Context: an optimization exercise on an open-source flow, tuned for small area and a short achievable clock period. The choices shown serve that exercise and are no tape-out recipe. The RTL was checked by simulation tests, not by an equivalence proof against the original design. Power is estimated from default activity; no workload was simulated.

==> v11: inputs <==
==> flow/design.v (excerpt) <==
module daq_core (
    input  logic        BUS_CLK,
    input  logic        BUS_RST,
    input  logic [15:0] bus_add,
    input  logic [7:0]  bus_wr_data,
    output logic [7:0]  bus_rd_data,
    input  logic        bus_rd,
    input  logic        bus_wr,
    input  logic        trig_in,
    input  logic        inj_loop_in,
    input  logic        hitor_in,
    output logic        inj_pulse,
    output logic        resetb_ext,
    output logic [4:0]  led,
    input  logic        arb_ready,
    output logic        arb_write,
    output logic [31:0] arb_data
);
clock: 3.0 ns
lec_check: 0
cap_margin: 20
core_margin: 2
core_utilization: 60
cts_cluster_diameter: 80
cts_cluster_size: 30
setup_slack_margin: 1.3
slew_margin: 20
run.sh (not shown) runs the stock make flow with config.mk's settings and CLKGATE_MAP_FILE= SYNTH_SCRIPT=/design/flow/synth_recipe.tcl, a recipe that flattens the netlist after the stock synthesis.
==> inputs of v23, as changes to v11 <==
CORE_UTILIZATION = 65   (was 60)
PLACE_DENSITY = 0.88   (was default)
==> inputs of v18, as changes to v11 <==
--- a/flow/design.v
+++ b/flow/design.v
@@ -56,21 +56,23 @@
     logic                 configured;
     logic [7:1]           gpio;
     logic [28-1:8] ts_snap;
     logic [28-1:0] ts_carry;
     assign ts_carry[0] = 1'b1;
     for (genvar i = 1; i < 28; i++) begin : g_carry
         assign ts_carry[i] = &ts_now[i-1:0];
     end
+    logic [28-1:0] ts_toggle;
+    assign ts_toggle = ts_carry & {28{~BUS_RST}};
     always_ff @(posedge BUS_CLK) begin
         if (BUS_RST)
             ts_now <= '0;
         else
-            ts_now <= ts_now ^ ts_carry;
+            ts_now <= ts_now ^ ts_toggle;
     end
     always_ff @(posedge BUS_CLK) begin
         if (BUS_RST) begin
             configured <= 1'b0;
             gpio       <= '0;
             resetb_ext <= 1'b1;
         end else if (regs_wr) begin
             if (regs_offset == 8'd5)
@@ -123,17 +125,17 @@
     logic       start;
     logic       last;
     assign start = (regs_wr && regs_offset == 8'd0) || (trig_in && ext_en);
     assign last  = (cnt[7:1] == 7'd0) && (cnt[0] == pulse);
     assign borrow[0] = 1'b1;
     for (genvar i = 1; i < 8; i++) begin : g_borrow
         assign borrow[i] = ~|cnt[i-1:0];
     end
-    assign cnt_dec = cnt ^ borrow;
+    assign cnt_dec = cnt ^ (borrow & {8{busy}});
     always_ff @(posedge BUS_CLK) begin
         if (BUS_RST) begin
             delay  <= 8'h00;
             width  <= 8'h00;
             ext_en <= 1'b0;
         end else if (regs_wr) begin
             if (regs_offset == 8'd1)
                 delay <= regs_wdata;
@@ -193,16 +195,17 @@
     logic [1:0]    di_sync;
     logic          di_prev;
     logic          rise;
     logic          enable;
     logic [7:0]    lost;
     logic [D:0]    occ;
     logic [7:0]    lost_inc;
     logic [7:0]    lost_carry;
+    logic          lost_en;
     logic          full;
     logic          push;
     logic          pop;
     always_ff @(posedge BUS_CLK) begin
         if (BUS_RST) begin
             di_sync <= 2'b00;
             di_prev <= 1'b0;
         end else begin
@@ -218,36 +221,36 @@
     assign fifo_head  = occ[D:1];
     always_ff @(posedge BUS_CLK) begin
         if (push)
             fifo_mem <= {fifo_mem[(D-1)*W-1:0], ts_now};
     end
     always_ff @(posedge BUS_CLK) begin
         if (BUS_RST)
             occ <= (D+1)'(1);
-        else if (push && !pop)
-            occ <= {occ[D-1:0], 1'b0};
-        else if (pop && !push)
-            occ <= {1'b0, occ[D:1]};
+        else
+            occ <= push ? (pop ? occ : {occ[D-1:0], 1'b0})
+                        : (pop ? {1'b0, occ[D:1]} : occ);
     end
+    assign lost_en = rise & enable & full & (lost != 8'hFF);
     assign lost_carry[0] = 1'b1;
     for (genvar i = 1; i < 8; i++) begin : g_carry
         assign lost_carry[i] = &lost[i-1:0];
     end
-    assign lost_inc = lost ^ lost_carry;
+    assign lost_inc = lost ^ (lost_carry & {8{lost_en}});
     always_ff @(posedge BUS_CLK) begin
         if (BUS_RST) begin
             enable <= 1'b0;
             lost   <= 8'h00;
         end else begin
             if (regs_wr && regs_offset == 8'd0)
                 enable <= regs_wdata[0];
             if (regs_wr && regs_offset == 8'd1)
                 lost <= 8'h00;
-            else if (rise && enable && full && lost != 8'hFF)
+            else
                 lost <= lost_inc;
         end
     end
     always_comb begin
         case (regs_offset)
             8'd0: regs_rdata = {7'b0, enable};
             8'd1:   regs_rdata = lost;
             default:        regs_rdata = 8'h00;
==> flow/flow/run.sh (new file) <==
#!/bin/bash
set -euo pipefail
export CTS_ARGS="-sink_clustering_enable -repair_clock_nets -sink_clustering_size 30 -sink_clustering_max_diameter 80 -dont_use_dummy_load"
export BUFFER_PORTS_ARGS="-buffer_cell sky130_fd_sc_hd__buf_2"
bash standard.sh > standard_flow.log 2>&1
==> flow/standard.sh (new file) <==
#!/bin/bash
# synth_recipe.tcl (not shown) runs the flow's synth.tcl, then flattens the netlist and writes it again
# the make line also repeats each setting of config.mk as NAME=value (left out here)
make -C /OpenROAD-flow-scripts/flow DESIGN_CONFIG=/design/flow/config.mk WORK_HOME=/design/flow/orfs CLKGATE_MAP_FILE= SYNTH_SCRIPT=/design/flow/synth_recipe.tcl "${@:-finish}"
CORE_UTILIZATION = 65   (was 60)
SETUP_SLACK_MARGIN = 1.5   (was 1.3)
removed: flow/run.sh
==> qor summary <==
                                                                                v11             v23                      v18
Part of the power in the clock network                                        0.326           0.320                    0.300
Summed instance area of the synthesized netlist                           22800 µm²       22800 µm²                22800 µm²
Clock network power                                                         4.46 mW         4.35 mW                  3.94 mW
Starting density of the core                                                  0.608           0.661                    0.660
Required time reported for the critical path endpoint                       2.40 ns         3.47 ns                  3.48 ns
First-pass detailed-route iteration total                                         5               6                        6
Result of the run                                                    finished clean  finished clean           finished clean
Final non-clock buffer share                                                 0.0750          0.0861                    0.107
Pin count of the biggest net entering global routing                             94              68                       60
Least-Margin Pin Slew                                                      0.730 ns        0.718 ns                 0.578 ns
Post-route design area                                                    26500 µm²       26700 µm²                27700 µm²
DP Wirelength                                                              33600 µm        34200 µm                 33600 µm
Hold_ws                                                                    0.449 ns        0.253 ns                 0.227 ns
Wire per inst                                                               24.7 µm         29.7 µm                  27.4 µm
Clock-pin transition on the worst setup and hold timing paths               0.11 ns         0.12 ns                  0.11 ns
Length in cells of the worst reg-to-reg path                                      5               8                        5
Last element of the critical path                                      arb_data[30]   ts_hor.occ[2]  system_regs0.ts_now[19]
Area taken by flip-flops and latches                                      17100 µm²       17100 µm²                17100 µm²
Terminus of the critical flop-to-flop path                     rr_arbiter0.ts_q[12]   ts_hor.occ[2]  system_regs0.ts_now[19]

========
==> 10-27: inputs <==
==> flow/design.v <==
`timescale 1ns/1ps
module bus_decoder (
    input  logic        BUS_CLK,
    input  logic        BUS_RST,
    input  logic [15:0] bus_add,
    input  logic        bus_rd,
    input  logic        bus_wr,
    output logic [7:0]  bus_rd_data,
    output logic        sys_rd,
    output logic        sys_wr,
    input  logic [7:0]  sys_rdata,
    output logic        pulse_wr,
    input  logic [7:0]  pulse_rdata,
    output logic        ts_inj_wr,
    input  logic [7:0]  ts_inj_rdata,
    output logic        ts_hor_wr,
    input  logic [7:0]  ts_hor_rdata
);
    localparam logic [15:0] SYS_BASE   = 16'h0300;
    localparam logic [15:0] PULSE_BASE = 16'h0100;
    localparam logic [15:0] TSI_BASE   = 16'h0700;
    localparam logic [15:0] TSH_BASE   = 16'h0900;
    logic sel_sys, sel_pulse, sel_ts_inj, sel_ts_hor;
    assign sel_sys    = bus_add[15:8] == SYS_BASE[15:8];
    assign sel_pulse  = bus_add[15:8] == PULSE_BASE[15:8];
    assign sel_ts_inj = bus_add[15:8] == TSI_BASE[15:8];
    assign sel_ts_hor = bus_add[15:8] == TSH_BASE[15:8];
    assign sys_rd    = bus_rd & sel_sys;
    assign sys_wr    = bus_wr & sel_sys;
    assign pulse_wr  = bus_wr & sel_pulse;
    assign ts_inj_wr = bus_wr & sel_ts_inj;
    assign ts_hor_wr = bus_wr & sel_ts_hor;
    always_ff @(posedge BUS_CLK) begin
        if (BUS_RST)
            bus_rd_data <= 8'h00;
        else if (bus_rd)
            bus_rd_data <= ({8{sel_sys}}    & sys_rdata)
                         | ({8{sel_pulse}}  & pulse_rdata)
                         | ({8{sel_ts_inj}} & ts_inj_rdata)
                         | ({8{sel_ts_hor}} & ts_hor_rdata);
    end
endmodule
`timescale 1ns/1ps
module system_regs (
    input  logic                 BUS_CLK,
    input  logic                 BUS_RST,
    input  logic                 regs_rd,
    input  logic                 regs_wr,
    input  logic [8-1:0] regs_offset,
    input  logic [7:0]           regs_wdata,
    output logic [7:0]           regs_rdata,
    output logic [28-1:0] ts_now,
    output logic                 resetb_ext,
    output logic [4:0]           led
);
    logic                 configured;
    logic [7:1]           gpio;
    logic [28-1:8] ts_snap;
    logic [28-1:0] ts_carry;
    assign ts_carry[0] = 1'b1;
    for (genvar i = 1; i < 28; i++) begin : g_carry
        assign ts_carry[i] = &ts_now[i-1:0];
    end
    always_ff @(posedge BUS_CLK) begin
        if (BUS_RST)
            ts_now <= '0;
        else
            ts_now <= ts_now ^ ts_carry;
    end
    always_ff @(posedge BUS_CLK) begin
        if (BUS_RST) begin
            configured <= 1'b0;
            gpio       <= '0;
            resetb_ext <= 1'b1;
        end else if (regs_wr) begin
            if (regs_offset == 8'd5)
                configured <= regs_wdata[0];
            if (regs_offset == 8'd8) begin
                gpio       <= regs_wdata[7:1];
                resetb_ext <= ~regs_wdata[0];
            end
        end
    end
    always_ff @(posedge BUS_CLK) begin
        if (regs_rd && regs_offset == 8'd12)
            ts_snap <= ts_now[28-1:8];
    end
    assign led = gpio[5:1];
    always_comb begin
        case (regs_offset)
            8'd0:            regs_rdata = 8'd1;
            8'd1:              regs_rdata = 8'd0;
            8'd2:              regs_rdata = 8'd1;
            8'd3:              regs_rdata = 8'd0;
            8'd4:         regs_rdata = {7'b0, configured};
            8'd8:               regs_rdata = {gpio, ~resetb_ext};
            8'd12:          regs_rdata = ts_now[7:0];
            8'd12 + 8'd1:   regs_rdata = ts_snap[15:8];
            8'd12 + 8'd2:   regs_rdata = ts_snap[23:16];
            8'd12 + 8'd3:   regs_rdata = {4'b0, ts_snap[27:24]};
            default:                     regs_rdata = 8'h00;
        endcase
    end
endmodule
`timescale 1ns/1ps
module pulse_gen (
    input  logic     BUS_CLK,
    input  logic     BUS_RST,
    input  logic     regs_wr,
    input  logic [8-1:0] regs_offset,
    input  logic [7:0] regs_wdata,
    output logic [7:0] regs_rdata,
    input  logic     trig_in,
    output logic     pulse
);
    logic [7:0] delay;
    logic [7:0] width;
    logic       ext_en;
    logic       busy;
    logic [7:0] cnt;
    logic [7:0] cnt_dec;
    logic [7:0] borrow;
    logic       start;
    logic       last;
    assign start = (regs_wr && regs_offset == 8'd0) || (trig_in && ext_en);
    assign last  = (cnt[7:1] == 7'd0) && (cnt[0] == pulse);
    assign borrow[0] = 1'b1;
    for (genvar i = 1; i < 8; i++) begin : g_borrow
        assign borrow[i] = ~|cnt[i-1:0];
    end
    assign cnt_dec = cnt ^ borrow;
    always_ff @(posedge BUS_CLK) begin
        if (BUS_RST) begin
            delay  <= 8'h00;
            width  <= 8'h00;
            ext_en <= 1'b0;
        end else if (regs_wr) begin
            if (regs_offset == 8'd1)
                delay <= regs_wdata;
            if (regs_offset == 8'd2)
                width <= regs_wdata;
            if (regs_offset == 8'd3)
                ext_en <= regs_wdata[0];
        end
    end
    always_ff @(posedge BUS_CLK) begin
        if (BUS_RST) begin
            busy  <= 1'b0;
            pulse <= 1'b0;
        end else if (!busy) begin
            if (start && width != 8'h00)
                busy <= 1'b1;
        end else if (last) begin
            busy  <= ~pulse;
            pulse <= ~pulse;
        end
    end
    always_ff @(posedge BUS_CLK) begin
        if (!busy)
            cnt <= delay;
        else if (last)
            cnt <= width;
        else
            cnt <= cnt_dec;
    end
    always_comb begin
        case (regs_offset)
            8'd0: regs_rdata = {7'b0, ~busy};
            8'd1: regs_rdata = delay;
            8'd2: regs_rdata = width;
            8'd3:  regs_rdata = {7'b0, ext_en};
            default:          regs_rdata = 8'h00;
        endcase
    end
endmodule
`timescale 1ns/1ps
module edge_timestamper (
    input  logic                 BUS_CLK,
    input  logic                 BUS_RST,
    input  logic                 regs_wr,
    input  logic [8-1:0] regs_offset,
    input  logic [7:0]           regs_wdata,
    output logic [7:0]           regs_rdata,
    input  logic                 di,
    input  logic [28-1:0] ts_now,
    input  logic                 fifo_read,
    output logic                 fifo_empty,
    output logic [8-1:0] fifo_head,
    output logic [8*28-1:0] fifo_mem
);
    localparam int D = 8;
    localparam int W = 28;
    logic [1:0]    di_sync;
    logic          di_prev;
    logic          rise;
    logic          enable;
    logic [7:0]    lost;
    logic [D:0]    occ;
    logic [7:0]    lost_inc;
    logic [7:0]    lost_carry;
    logic          full;
    logic          push;
    logic          pop;
    always_ff @(posedge BUS_CLK) begin
        if (BUS_RST) begin
            di_sync <= 2'b00;
            di_prev <= 1'b0;
        end else begin
            di_sync <= {di_sync[0], di};
            di_prev <= di_sync[1];
        end
    end
    assign rise       = di_sync[1] & ~di_prev;
    assign full       = occ[D];
    assign fifo_empty = occ[0];
    assign push       = rise & enable & ~full;
    assign pop        = fifo_read;
    assign fifo_head  = occ[D:1];
    always_ff @(posedge BUS_CLK) begin
        if (push)
            fifo_mem <= {fifo_mem[(D-1)*W-1:0], ts_now};
    end
    always_ff @(posedge BUS_CLK) begin
        if (BUS_RST)
            occ <= (D+1)'(1);
        else if (push && !pop)
            occ <= {occ[D-1:0], 1'b0};
        else if (pop && !push)
            occ <= {1'b0, occ[D:1]};
    end
    assign lost_carry[0] = 1'b1;
    for (genvar i = 1; i < 8; i++) begin : g_carry
        assign lost_carry[i] = &lost[i-1:0];
    end
    assign lost_inc = lost ^ lost_carry;
    always_ff @(posedge BUS_CLK) begin
        if (BUS_RST) begin
            enable <= 1'b0;
            lost   <= 8'h00;
        end else begin
            if (regs_wr && regs_offset == 8'd0)
                enable <= regs_wdata[0];
            if (regs_wr && regs_offset == 8'd1)
                lost <= 8'h00;
            else if (rise && enable && full && lost != 8'hFF)
                lost <= lost_inc;
        end
    end
    always_comb begin
        case (regs_offset)
            8'd0: regs_rdata = {7'b0, enable};
            8'd1:   regs_rdata = lost;
            default:        regs_rdata = 8'h00;
        endcase
    end
endmodule
`timescale 1ns/1ps
module rr_arbiter (
    input  logic                      BUS_CLK,
    input  logic                      BUS_RST,
    input  logic [1:0]                src_empty,
    input  logic [8-1:0] src0_head,
    input  logic [8*28-1:0] src0_mem,
    input  logic [8-1:0] src1_head,
    input  logic [8*28-1:0] src1_mem,
    output logic [1:0]                src_read,
    input  logic                      arb_ready,
    output logic                      arb_write,
    output logic [31:0]               arb_data
);
    localparam int D = 8;
    localparam int W = 28;
    localparam logic [3:0] ID0 = 4'b0110;
    localparam logic [3:0] ID1 = 4'b0010;
    logic          last0;
    logic          pick1;
    logic          found;
    logic          pop;
    logic [W-1:0]  word0, word1;
    logic [W-1:0]  ts_q;
    assign pick1 = last0 ? ~src_empty[1] : src_empty[0];
    assign found = ~(src_empty[0] & src_empty[1]);
    assign pop   = found & arb_ready;
    assign src_read = {pop & pick1, pop & ~pick1};
    always_comb begin
        word0 = '0;
        word1 = '0;
        for (int i = 0; i < D; i++) begin
            word0 = word0 | ({W{src0_head[i]}} & src0_mem[i*W +: W]);
            word1 = word1 | ({W{src1_head[i]}} & src1_mem[i*W +: W]);
        end
    end
    always_ff @(posedge BUS_CLK) begin
        if (BUS_RST) begin
            last0     <= 1'b0;
            arb_write <= 1'b0;
        end else begin
            arb_write <= pop;
            if (pop)
                last0 <= ~pick1;
        end
    end
    always_ff @(posedge BUS_CLK)
        ts_q <= pick1 ? word1 : word0;
    assign arb_data = {last0 ? ID0 : ID1, ts_q};
endmodule
`timescale 1ns/1ps
module daq_core (
    input  logic        BUS_CLK,
    input  logic        BUS_RST,
    input  logic [15:0] bus_add,
    input  logic [7:0]  bus_wr_data,
    output logic [7:0]  bus_rd_data,
    input  logic        bus_rd,
    input  logic        bus_wr,
    input  logic        trig_in,
    input  logic        inj_loop_in,
    input  logic        hitor_in,
    output logic        inj_pulse,
    output logic        resetb_ext,
    output logic [4:0]  led,
    input  logic        arb_ready,
    output logic        arb_write,
    output logic [31:0] arb_data
);
    localparam int D = 8;
    localparam int W = 28;
    logic [W-1:0]   ts_now;
    logic [1:0]     src_empty;
    logic [1:0]     src_read;
    logic [D-1:0]   head0, head1;
    logic [D*W-1:0] mem0, mem1;
    logic [8-1:0] offset;
    logic       sys_rd, sys_wr, pulse_wr, ts_inj_wr, ts_hor_wr;
    logic [7:0] sys_rdata, pulse_rdata, ts_inj_rdata, ts_hor_rdata;
    assign offset = bus_add[8-1:0];
    bus_decoder bus_decoder0 (
        .BUS_CLK      (BUS_CLK),
        .BUS_RST      (BUS_RST),
        .bus_add      (bus_add),
        .bus_rd       (bus_rd),
        .bus_wr       (bus_wr),
        .bus_rd_data  (bus_rd_data),
        .sys_rd       (sys_rd),
        .sys_wr       (sys_wr),
        .sys_rdata    (sys_rdata),
        .pulse_wr     (pulse_wr),
        .pulse_rdata  (pulse_rdata),
        .ts_inj_wr    (ts_inj_wr),
        .ts_inj_rdata (ts_inj_rdata),
        .ts_hor_wr    (ts_hor_wr),
        .ts_hor_rdata (ts_hor_rdata)
    );
    system_regs system_regs0 (
        .BUS_CLK     (BUS_CLK),
        .BUS_RST     (BUS_RST),
        .regs_rd     (sys_rd),
        .regs_wr     (sys_wr),
        .regs_offset (offset),
        .regs_wdata  (bus_wr_data),
        .regs_rdata  (sys_rdata),
        .ts_now      (ts_now),
        .resetb_ext  (resetb_ext),
        .led         (led)
    );
    pulse_gen pulse_inj (
        .BUS_CLK     (BUS_CLK),
        .BUS_RST     (BUS_RST),
        .regs_wr     (pulse_wr),
        .regs_offset (offset),
        .regs_wdata  (bus_wr_data),
        .regs_rdata  (pulse_rdata),
        .trig_in     (trig_in),
        .pulse       (inj_pulse)
    );
    edge_timestamper ts_inj (
        .BUS_CLK     (BUS_CLK),
        .BUS_RST     (BUS_RST),
        .regs_wr     (ts_inj_wr),
        .regs_offset (offset),
        .regs_wdata  (bus_wr_data),
        .regs_rdata  (ts_inj_rdata),
        .di          (inj_loop_in),
        .ts_now      (ts_now),
        .fifo_read   (src_read[0]),
        .fifo_empty  (src_empty[0]),
        .fifo_head   (head0),
        .fifo_mem    (mem0)
    );
    edge_timestamper ts_hor (
        .BUS_CLK     (BUS_CLK),
        .BUS_RST     (BUS_RST),
        .regs_wr     (ts_hor_wr),
        .regs_offset (offset),
        .regs_wdata  (bus_wr_data),
        .regs_rdata  (ts_hor_rdata),
        .di          (hitor_in),
        .ts_now      (ts_now),
        .fifo_read   (src_read[1]),
        .fifo_empty  (src_empty[1]),
        .fifo_head   (head1),
        .fifo_mem    (mem1)
    );
    rr_arbiter rr_arbiter0 (
        .BUS_CLK   (BUS_CLK),
        .BUS_RST   (BUS_RST),
        .src_empty (src_empty),
        .src0_head (head0),
        .src0_mem  (mem0),
        .src1_head (head1),
        .src1_mem  (mem1),
        .src_read  (src_read),
        .arb_ready (arb_ready),
        .arb_write (arb_write),
        .arb_data  (arb_data)
    );
endmodule
==> flow/run.sh <==
#!/bin/bash
# synth_recipe.tcl (not shown) runs the flow's synth.tcl, then flattens the netlist and writes it again
# the make line also repeats each setting of config.mk as NAME=value (left out here)
make -C /OpenROAD-flow-scripts/flow DESIGN_CONFIG=/design/flow/config.mk WORK_HOME=/design/flow/orfs CLKGATE_MAP_FILE= SYNTH_SCRIPT=/design/flow/synth_recipe.tcl finish
==> flow/config.mk <==
export PLATFORM = sky130hd
export DESIGN_NAME = daq_core
export DESIGN_NICKNAME = daq_core
export VERILOG_FILES = /design/flow/design.v
export SDC_FILE = /design/flow/constraint.sdc
export NUM_CORES = 4
export LEC_CHECK = 0
export CAP_MARGIN = 10
export CORE_MARGIN = 2
export CORE_UTILIZATION = 70
export CTS_CLUSTER_DIAMETER = 80
export CTS_CLUSTER_SIZE = 30
export SETUP_SLACK_MARGIN = 1.3
export SLEW_MARGIN = 10
==> flow/constraint.sdc <==
create_clock -name core_clock -period 3.0 [get_ports {BUS_CLK}]
set_input_delay 0.6000 -clock core_clock [delete_from_list [all_inputs] [get_ports {BUS_CLK}]]
set_output_delay 0.6000 -clock core_clock [all_outputs]
set_load 0.01 [all_outputs]
==> 08-09: changes against 10-27 <==
==> flow/flow/run.sh (new file) <==
#!/bin/bash
set -euo pipefail
export CTS_ARGS="-sink_clustering_enable -repair_clock_nets -sink_clustering_size 30 -sink_clustering_max_diameter 80 -dont_use_dummy_load"
export BUFFER_PORTS_ARGS="-buffer_cell sky130_fd_sc_hd__buf_2"
bash standard.sh > standard_flow.log 2>&1
==> flow/standard.sh (new file) <==
#!/bin/bash
# synth_recipe.tcl (not shown) runs the flow's synth.tcl, then flattens the netlist and writes it again
# the make line also repeats each setting of config.mk as NAME=value (left out here)
make -C /OpenROAD-flow-scripts/flow DESIGN_CONFIG=/design/flow/config.mk WORK_HOME=/design/flow/orfs CLKGATE_MAP_FILE= SYNTH_SCRIPT=/design/flow/synth_recipe.tcl "${@:-finish}"
Settings changed: ABC_CLOCK_PERIOD_IN_PS set to 1500, CAP_MARGIN 10 to 20, CORE_UTILIZATION 70 to 65, SLEW_MARGIN 10 to 20.
removed: flow/run.sh
==> 11-04: changes against 10-27 <==
==> flow/design.v, changed modules only <==
module system_regs (
    input  logic                 BUS_CLK,
    input  logic                 BUS_RST,
    input  logic                 regs_rd,
    input  logic                 regs_wr,
    input  logic [8-1:0] regs_offset,
    input  logic [7:0]           regs_wdata,
    output logic [7:0]           regs_rdata,
    output logic [28-1:0] ts_now,
    output logic                 resetb_ext,
    output logic [4:0]           led
);
    logic                 configured;
    logic [7:1]           gpio;
    logic [28-1:8] ts_snap;
    always_ff @(posedge BUS_CLK) begin
        if (BUS_RST)
            ts_now <= '0;
        else
            ts_now <= ts_now + 1'b1;
    end
    always_ff @(posedge BUS_CLK) begin
        if (BUS_RST) begin
            configured <= 1'b0;
            gpio       <= '0;
            resetb_ext <= 1'b1;
        end else if (regs_wr) begin
            if (regs_offset == 8'd5)
                configured <= regs_wdata[0];
            if (regs_offset == 8'd8) begin
                gpio       <= regs_wdata[7:1];
                resetb_ext <= ~regs_wdata[0];
            end
        end
    end
    always_ff @(posedge BUS_CLK) begin
        if (regs_rd && regs_offset == 8'd12)
            ts_snap <= ts_now[28-1:8];
    end
    assign led = gpio[5:1];
    always_comb begin
        case (regs_offset)
            8'd0:            regs_rdata = 8'd1;
            8'd1:              regs_rdata = 8'd0;
            8'd2:              regs_rdata = 8'd1;
            8'd3:              regs_rdata = 8'd0;
            8'd4:         regs_rdata = {7'b0, configured};
            8'd8:               regs_rdata = {gpio, ~resetb_ext};
            8'd12:          regs_rdata = ts_now[7:0];
            8'd12 + 8'd1:   regs_rdata = ts_snap[15:8];
            8'd12 + 8'd2:   regs_rdata = ts_snap[23:16];
            8'd12 + 8'd3:   regs_rdata = {4'b0, ts_snap[27:24]};
            default:                     regs_rdata = 8'h00;
        endcase
    end
endmodule
module pulse_gen (
    input  logic     BUS_CLK,
    input  logic     BUS_RST,
    input  logic     regs_wr,
    input  logic [8-1:0] regs_offset,
    input  logic [7:0] regs_wdata,
    output logic [7:0] regs_rdata,
    input  logic     trig_in,
    output logic     pulse
);
    logic [7:0] delay;
    logic [7:0] width;
    logic       ext_en;
    logic       busy;
    logic [7:0] cnt;
    logic       start;
    logic       cnt_zero;
    assign start    = (regs_wr && regs_offset == 8'd0) || (trig_in && ext_en);
    assign cnt_zero = (cnt == 8'h00);
    always_ff @(posedge BUS_CLK) begin
        if (BUS_RST) begin
            delay  <= 8'h00;
            width  <= 8'h00;
            ext_en <= 1'b0;
        end else if (regs_wr) begin
            if (regs_offset == 8'd1)
                delay <= regs_wdata;
            if (regs_offset == 8'd2)
                width <= regs_wdata;
            if (regs_offset == 8'd3)
                ext_en <= regs_wdata[0];
        end
    end
    always_ff @(posedge BUS_CLK) begin
        if (BUS_RST) begin
            busy  <= 1'b0;
            pulse <= 1'b0;
        end else if (!busy) begin
            if (start && width != 8'h00)
                busy <= 1'b1;
        end else if (cnt_zero) begin
            busy  <= ~pulse;
            pulse <= ~pulse;
        end
    end
    always_ff @(posedge BUS_CLK) begin
        if (!busy)
            cnt <= delay;
        else if (cnt_zero)
            cnt <= width - 8'd1;
        else
            cnt <= cnt - 8'd1;
    end
    always_comb begin
        case (regs_offset)
            8'd0: regs_rdata = {7'b0, ~busy};
            8'd1: regs_rdata = delay;
            8'd2: regs_rdata = width;
            8'd3:  regs_rdata = {7'b0, ext_en};
            default:          regs_rdata = 8'h00;
        endcase
    end
endmodule
module edge_timestamper (
    input  logic                 BUS_CLK,
    input  logic                 BUS_RST,
    input  logic                 regs_wr,
    input  logic [8-1:0] regs_offset,
    input  logic [7:0]           regs_wdata,
    output logic [7:0]           regs_rdata,
    input  logic                 di,
    input  logic [28-1:0] ts_now,
    input  logic                 fifo_read,
    output logic                 fifo_empty,
    output logic [8-1:0] fifo_head,
    output logic [8*28-1:0] fifo_mem
);
    localparam int D = 8;
    localparam int W = 28;
    logic [1:0]    di_sync;
    logic          di_prev;
    logic          rise;
    logic          enable;
    logic [7:0]    lost;
    logic [D-1:0]  fill;
    logic          full;
    logic          push;
    logic          pop;
    always_ff @(posedge BUS_CLK) begin
        if (BUS_RST) begin
            di_sync <= 2'b00;
            di_prev <= 1'b0;
        end else begin
            di_sync <= {di_sync[0], di};
            di_prev <= di_sync[1];
        end
    end
    assign rise       = di_sync[1] & ~di_prev;
    assign full       = fill[D-1];
    assign fifo_empty = ~fill[0];
    assign push       = rise & enable & ~full;
    assign pop        = fifo_read;
    assign fifo_head  = fill & ~{1'b0, fill[D-1:1]};
    always_ff @(posedge BUS_CLK) begin
        if (push)
            fifo_mem <= {fifo_mem[(D-1)*W-1:0], ts_now};
    end
    always_ff @(posedge BUS_CLK) begin
        if (BUS_RST)
            fill <= '0;
        else if (push && !pop)
            fill <= {fill[D-2:0], 1'b1};
        else if (pop && !push)
            fill <= {1'b0, fill[D-1:1]};
    end
    always_ff @(posedge BUS_CLK) begin
        if (BUS_RST) begin
            enable <= 1'b0;
            lost   <= 8'h00;
        end else begin
            if (regs_wr && regs_offset == 8'd0)
                enable <= regs_wdata[0];
            if (regs_wr && regs_offset == 8'd1)
                lost <= 8'h00;
            else if (rise && enable && full && lost != 8'hFF)
                lost <= lost + 8'd1;
        end
    end
    always_comb begin
        case (regs_offset)
            8'd0: regs_rdata = {7'b0, enable};
            8'd1:   regs_rdata = lost;
            default:        regs_rdata = 8'h00;
        endcase
    end
endmodule
module rr_arbiter (
    input  logic                      BUS_CLK,
    input  logic                      BUS_RST,
    input  logic [1:0]                src_empty,
    input  logic [8-1:0] src0_head,
    input  logic [8*28-1:0] src0_mem,
    input  logic [8-1:0] src1_head,
    input  logic [8*28-1:0] src1_mem,
    output logic [1:0]                src_read,
    input  logic                      arb_ready,
    output logic                      arb_write,
    output logic [31:0]               arb_data
);
    localparam int D = 8;
    localparam int W = 28;
    localparam logic [3:0] ID0 = 4'b0110;
    localparam logic [3:0] ID1 = 4'b0010;
    logic          last0;
    logic          pick1;
    logic          found;
    logic          pop;
    logic [D-1:0]  sel0, sel1;
    logic [W-1:0]  word;
    logic [W-1:0]  ts_q;
    assign pick1 = last0 ? ~src_empty[1] : src_empty[0];
    assign found = ~(src_empty[0] & src_empty[1]);
    assign pop   = found & arb_ready;
    assign src_read = {pop & pick1, pop & ~pick1};
    assign sel0 = src0_head & {D{~pick1}};
    assign sel1 = src1_head & {D{pick1}};
    always_comb begin
        word = '0;
        for (int i = 0; i < D; i++)
            word = word | ({W{sel0[i]}} & src0_mem[i*W +: W])
                        | ({W{sel1[i]}} & src1_mem[i*W +: W]);
    end
    always_ff @(posedge BUS_CLK) begin
        if (BUS_RST) begin
            last0     <= 1'b0;
            arb_write <= 1'b0;
        end else begin
            arb_write <= pop;
            if (pop)
                last0 <= ~pick1;
        end
    end
    always_ff @(posedge BUS_CLK)
        ts_q <= word;
    assign arb_data = {last0 ? ID0 : ID1, ts_q};
endmodule
Settings changed: ABC_CLOCK_PERIOD_IN_PS set to 1500, CAP_MARGIN 10 to 20, CORE_UTILIZATION 70 to 40, CTS_CLUSTER_DIAMETER 80 to not set, CTS_CLUSTER_SIZE 30 to not set, SETUP_SLACK_MARGIN 1.3 to 1.2, SLEW_MARGIN 10 to 20.
==> summary.txt <==
Of 08-09 and 11-04, 08-09 has the higher clock skew (gap 21 ps).
Against 10-27, the sequential share of layout area of 11-04 is lower by 5.3 points.
Critical path depth: 10-27 < 08-09 < 11-04.
Of 08-09 and 11-04, 11-04 has the higher final area (gap 10%, measured against 11-04).
Core utilization: 10-27 > 08-09 > 11-04.
Die area: 10-27 < 08-09 < 11-04.
Between 11-04 and 10-27, the lower flip-flop and latch count is in 11-04 (gap 2).
Cell count, lowest first: 08-09, 10-27, 11-04.
The highest setup slack belongs to 10-27, the lowest to 11-04.
==> figures <==
metric                                                                                      11-04                     10-27                     08-09
Result of the run                                                no timing/DRC/antenna violations  no timing/DRC/antenna violations  no timing/DRC/antenna violations
N_taps                                                                                        765                       442                       455
Vias after detailed routing                                                                 15.0k                     14.1k                     13.8k
Number of violations reported at the end of detailed-routing iteration 0                     1468                      1644                      1470
Pin count of the biggest net entering global routing                                           74                        78                        74
Arrival time at the worst endpoint                                                        2680 ps                   1130 ps                   2270 ps
Non-clock buffering overhead in the final layout                                            7.53%                     6.70%                     5.53%
P_comb                                                                                 0.000212 W                0.000243 W                0.000182 W
Portion of netlist area occupied by mux cells                                               2.35%                     2.76%                     2.76%
Core Region                                                                           57500 sq um               32400 sq um               34500 sq um
Filler cell count in the final layout                                                        4996                      1785                      2260
Share of the synthesized area in the top cell type                                          60.8%                     61.5%                     61.5%
DRT Wirelength                                                                      60300 microns             54200 microns             54300 microns
Post-route core utilization                                                                 49.2%                     80.7%                     73.7%
End point of the critical path                                                   pulse_inj.cnt[6]              arb_data[30]             ts_hor.occ[3]
Non-Clock Buffer Count                                                                        215                       189                       168
Met1 Resource Use GR                                                                        27.0%                     42.7%                     42.4%
Inverters                                                                                       8                        16                        16
Max stage delay cell, worst path                                          sky130_fd_sc_hd__or4b_1  sky130_fd_sc_hd__dfxtp_4  sky130_fd_sc_hd__dfxtp_4
Post-Layout Cell Count                                                                       2594                      2113                      2082

-- what the ideal ports hide --
The results above use ideal ports. As a check the final layouts listed here were re-extracted and re-timed, cells and wires unchanged.
Step 1 sets driving cells, clkbuf_16 on the clock port and buf_2 on the other inputs (assumed; they add their load-dependent delay and slew).
Step 2 moves the port delays by t, midway between the first and last clock arrival at a register: inputs arrive t later, outputs are due t later. That takes back most of the time a late clock gives input paths.
a / b / c = ideal / step 1 / step 2; a / b = the first two.
| run | shift t [ns] | setup slack, ns | clock arrival spread, ns | worst data-port slew with drivers (ns) |
|---|---|---|---|---|
| v11 | 0.640 | 1.256 / 1.201 / 0.708 | 0.027 / 0.026 | 0.04 |
| v23 | 0.639 | 1.147 / 1.147 / 0.718 | 0.046 / 0.047 | 0.04 |
| v18 | 0.619 | 1.312 / 1.292 / 0.796 | 0.046 / 0.045 | 0.05 |
| 10-27 | 0.635 | 1.274 / 1.220 / 0.664 | 0.032 / 0.032 | 0.04 |
| 08-09 | 0.625 | 1.212 / 1.212 / 0.697 | 0.046 / 0.046 | 0.07 |
| 11-04 | 0.687 | 0.872 / 0.872 / 0.580 | 0.026 / 0.026 | 0.04 |
After both steps setup and hold are still met in every run listed. The setup slack of 10-27, which loses most, moves by -0.054 ns with the drivers and by -0.610 ns with both steps.
